This is an optimization exercise on Yosys and OpenROAD, whose aim is small area, not a production implementation. In this exercise RTL edits were held to simulation tests only and were not proved equivalent to the original.

==> trial 77 <==
==> flow/design.v (excerpt) <==
module fse_lms_updater (
   input  logic         clk,
   input  logic         i_reset,
   input  logic [7:0]   i_is_data_I,
   input  logic [7:0]   i_is_data_Q,
   input  logic         i_ctrl,
   input  logic         i_baud,
   input  logic [11:0]  i_fse_I,
   input  logic [11:0]  i_fse_Q,
   input  logic         i_en_rx,
   input  logic         i_en_lms,
   output logic [71:0]  o_taps_I,
   output logic [71:0]  o_taps_Q,
   output logic         o_en_taps,
   output logic         o_overrun
);
clock: 13.0 ns
lec_check: 0
cap_margin: 20
core_margin: 2
core_utilization: 40
slew_margin: 20
run.sh (not shown) runs the stock make flow with config.mk's settings and CLKGATE_MAP_FILE= SYNTH_SCRIPT=/design/flow/synth_recipe.tcl, a recipe that flattens the netlist after the stock synthesis.
==> build 89 (differences from trial 77) <==
--- a/flow/design.v
+++ b/flow/design.v
@@ -676,20 +676,14 @@
    wire dpr_t614 = (dpr_t561 & dpr_t560) | (dpr_t561 & dpr_t612) | (dpr_t560 & dpr_t612);
    wire dpr_t615 = dpr_t563 ^ dpr_t562 ^ dpr_t614;
    wire dpr_t616 = (dpr_t563 & dpr_t562) | (dpr_t563 & dpr_t614) | (dpr_t562 & dpr_t614);
    wire dpr_t617 = dpr_t565 ^ dpr_t564 ^ dpr_t616;
    wire dpr_t618 = (dpr_t565 & dpr_t564) | (dpr_t565 & dpr_t616) | (dpr_t564 & dpr_t616);
-   wire dpr_t619 = dpr_t567 ^ dpr_t566 ^ dpr_t618;
-   wire dpr_t620 = (dpr_t567 & dpr_t566) | (dpr_t567 & dpr_t618) | (dpr_t566 & dpr_t618);
-   wire dpr_t621 = dpr_t569 ^ dpr_t568 ^ dpr_t620;
-   wire dpr_t622 = (dpr_t569 & dpr_t568) | (dpr_t569 & dpr_t620) | (dpr_t568 & dpr_t620);
-   wire dpr_t623 = dpr_t571 ^ dpr_t570 ^ dpr_t622;
-   wire dpr_t624 = (dpr_t571 & dpr_t570) | (dpr_t571 & dpr_t622) | (dpr_t570 & dpr_t622);
-   wire [8:0] dpr_ha = {1'b1, dpr_t212, dpr_t585, dpr_t583, dpr_t581, dpr_t579, dpr_t577, dpr_t575, dpr_t573};
-   wire [8:0] dpr_hb = {1'b0, dpr_t586, dpr_t584, dpr_t582, dpr_t580, dpr_t578, dpr_t576, dpr_t574, dpr_t572};
-   wire [8:0] dpr_hs = dpr_ha + dpr_hb + {8'd0, dpr_t624};
-   assign w_nI = {dpr_hs, dpr_t623, dpr_t621, dpr_t619, dpr_t617, dpr_t615, dpr_t613, dpr_t611, dpr_t609, dpr_t607, dpr_t605, dpr_t603, dpr_t601};
+   wire [11:0] dpr_ha = {1'b1, dpr_t212, dpr_t585, dpr_t583, dpr_t581, dpr_t579, dpr_t577, dpr_t575, dpr_t573, dpr_t571, dpr_t569, dpr_t567};
+   wire [11:0] dpr_hb = {1'b0, dpr_t586, dpr_t584, dpr_t582, dpr_t580, dpr_t578, dpr_t576, dpr_t574, dpr_t572, dpr_t570, dpr_t568, dpr_t566};
+   wire [11:0] dpr_hs = dpr_ha + dpr_hb + {11'd0, dpr_t618};
+   assign w_nI = {dpr_hs, dpr_t617, dpr_t615, dpr_t613, dpr_t611, dpr_t609, dpr_t607, dpr_t605, dpr_t603, dpr_t601};
    wire dpi_t1 = ~(w_eQ[0] & w_rI[0]);
    wire dpi_t2 = (w_eI[0] & w_rQ[0]);
    wire dpi_t3 = ~(w_eQ[0] & w_rI[1]);
    wire dpi_t4 = ~(w_eQ[1] & w_rI[0]);
    wire dpi_t5 = (w_eI[0] & w_rQ[1]);
@@ -1306,20 +1300,14 @@
    wire dpi_t616 = (dpi_t563 & dpi_t562) | (dpi_t563 & dpi_t614) | (dpi_t562 & dpi_t614);
    wire dpi_t617 = dpi_t565 ^ dpi_t564 ^ dpi_t616;
    wire dpi_t618 = (dpi_t565 & dpi_t564) | (dpi_t565 & dpi_t616) | (dpi_t564 & dpi_t616);
    wire dpi_t619 = dpi_t567 ^ dpi_t566 ^ dpi_t618;
    wire dpi_t620 = (dpi_t567 & dpi_t566) | (dpi_t567 & dpi_t618) | (dpi_t566 & dpi_t618);
-   wire dpi_t621 = dpi_t569 ^ dpi_t568 ^ dpi_t620;
-   wire dpi_t622 = (dpi_t569 & dpi_t568) | (dpi_t569 & dpi_t620) | (dpi_t568 & dpi_t620);
-   wire dpi_t623 = dpi_t571 ^ dpi_t570 ^ dpi_t622;
-   wire dpi_t624 = (dpi_t571 & dpi_t570) | (dpi_t571 & dpi_t622) | (dpi_t570 & dpi_t622);
-   wire dpi_t625 = dpi_t573 ^ dpi_t572 ^ dpi_t624;
-   wire dpi_t626 = (dpi_t573 & dpi_t572) | (dpi_t573 & dpi_t624) | (dpi_t572 & dpi_t624);
-   wire [8:0] dpi_ha = {1'b1, dpi_t212, dpi_t587, dpi_t585, dpi_t583, dpi_t581, dpi_t579, dpi_t577, dpi_t575};
-   wire [8:0] dpi_hb = {1'b0, dpi_t588, dpi_t586, dpi_t584, dpi_t582, dpi_t580, dpi_t578, dpi_t576, dpi_t574};
-   wire [8:0] dpi_hs = dpi_ha + dpi_hb + {8'd0, dpi_t626};
-   assign w_nQ = {dpi_hs, dpi_t625, dpi_t623, dpi_t621, dpi_t619, dpi_t617, dpi_t615, dpi_t613, dpi_t611, dpi_t609, dpi_t607, dpi_t605, dpi_t603};
+   wire [11:0] dpi_ha = {1'b1, dpi_t212, dpi_t587, dpi_t585, dpi_t583, dpi_t581, dpi_t579, dpi_t577, dpi_t575, dpi_t573, dpi_t571, dpi_t569};
+   wire [11:0] dpi_hb = {1'b0, dpi_t588, dpi_t586, dpi_t584, dpi_t582, dpi_t580, dpi_t578, dpi_t576, dpi_t574, dpi_t572, dpi_t570, dpi_t568};
+   wire [11:0] dpi_hs = dpi_ha + dpi_hb + {11'd0, dpi_t620};
+   assign w_nQ = {dpi_hs, dpi_t619, dpi_t617, dpi_t615, dpi_t613, dpi_t611, dpi_t609, dpi_t607, dpi_t605, dpi_t603};
    logic [19:0] w_sI, w_sQ;
    assign w_sI = (w_nI[20] != w_nI[19]) ? {w_nI[20], {19{~w_nI[20]}}} : w_nI[19:0];
    assign w_sQ = (w_nQ[20] != w_nQ[19]) ? {w_nQ[20], {19{~w_nQ[20]}}} : w_nQ[19:0];
    always_ff @(posedge clk) begin
       if (w_step) begin
==> results.txt <==
metric	trial 77	build 89
Relative slew slack	31.8%	25.8%
Via count of the first global-routing pass	21615	21861
Sequential area share after synthesis	56.3%	56.2%
Synthesized netlist net count	3170	3129
Estimated wirelength of the detail-placed design	52.2 mm	51.3 mm
Met3 capacity usage during global routing	2.41%	2.41%
Run status	complete, no violations	complete, no violations
Area of combinational cells with multiple inputs	0.0141 mm²	0.0142 mm²
Setup crit start	r_eI[2]	r_eI[0]
Core Region	0.0917 mm²	0.0918 mm²
Area of the die	0.0950 mm²	0.0952 mm²
Die height	308 µm	309 µm
Layout fillers	7969	8036
Cell Area, Synth	0.0370 mm²	0.0371 mm²
Transition at the pin with the smallest max-transition slack	1.02 ns	1.11 ns
Effective utilization at floorplan	40.4%	40.4%
Worst-case register-to-register setup slack	0.61 ns	1.93 ns
Cell total after placement	4001	4000
Critical path data arrival time	12.72 ns	11.38 ns
Arithmetic-cell share of the synthesized area counting full adders, half adders and majority gates	22.0%	21.9%
Data required time at the worst endpoint	13.33 ns	13.32 ns
CTS buffer count	76	75
Final-stage net count	3373	3314
Count of buffering cells on the critical path with inverters included	5	6

==> static timing again, ports no longer ideal <==
The flow's constraints put no driver on any port. The routed layouts listed below were extracted and timed again, unchanged, in two steps.
Step 1: set_driving_cell puts a clkbuf_16 on clk and a buf_2 on each other input, an assumption about the parent block.
Step 2 adds t to the input delays and takes it off the output delays; t is the mean of the earliest and latest rising clock arrival at the registers after step 1. Input paths then give back, and output paths get back, about the clock's delay inside the block.
a / b / c = ideal / step 1 / step 2; a / b = the first two.
| run | shift t [ns] | setup slack, ns | hold slack, ns | clock arrival spread, ns | slew at the worst register clock pin (ns) |
|---|---|---|---|---|---|
| trial 77 | 0.675 | 0.611 / 0.611 / 0.611 | 0.407 / 0.407 / 0.407 | 0.048 / 0.048 | 0.07 / 0.07 |
| build 89 | 0.668 | 1.933 / 1.933 / 1.933 | 0.407 / 0.407 / 0.407 | 0.042 / 0.042 | 0.06 / 0.06 |
After both steps every run listed still meets setup and hold.
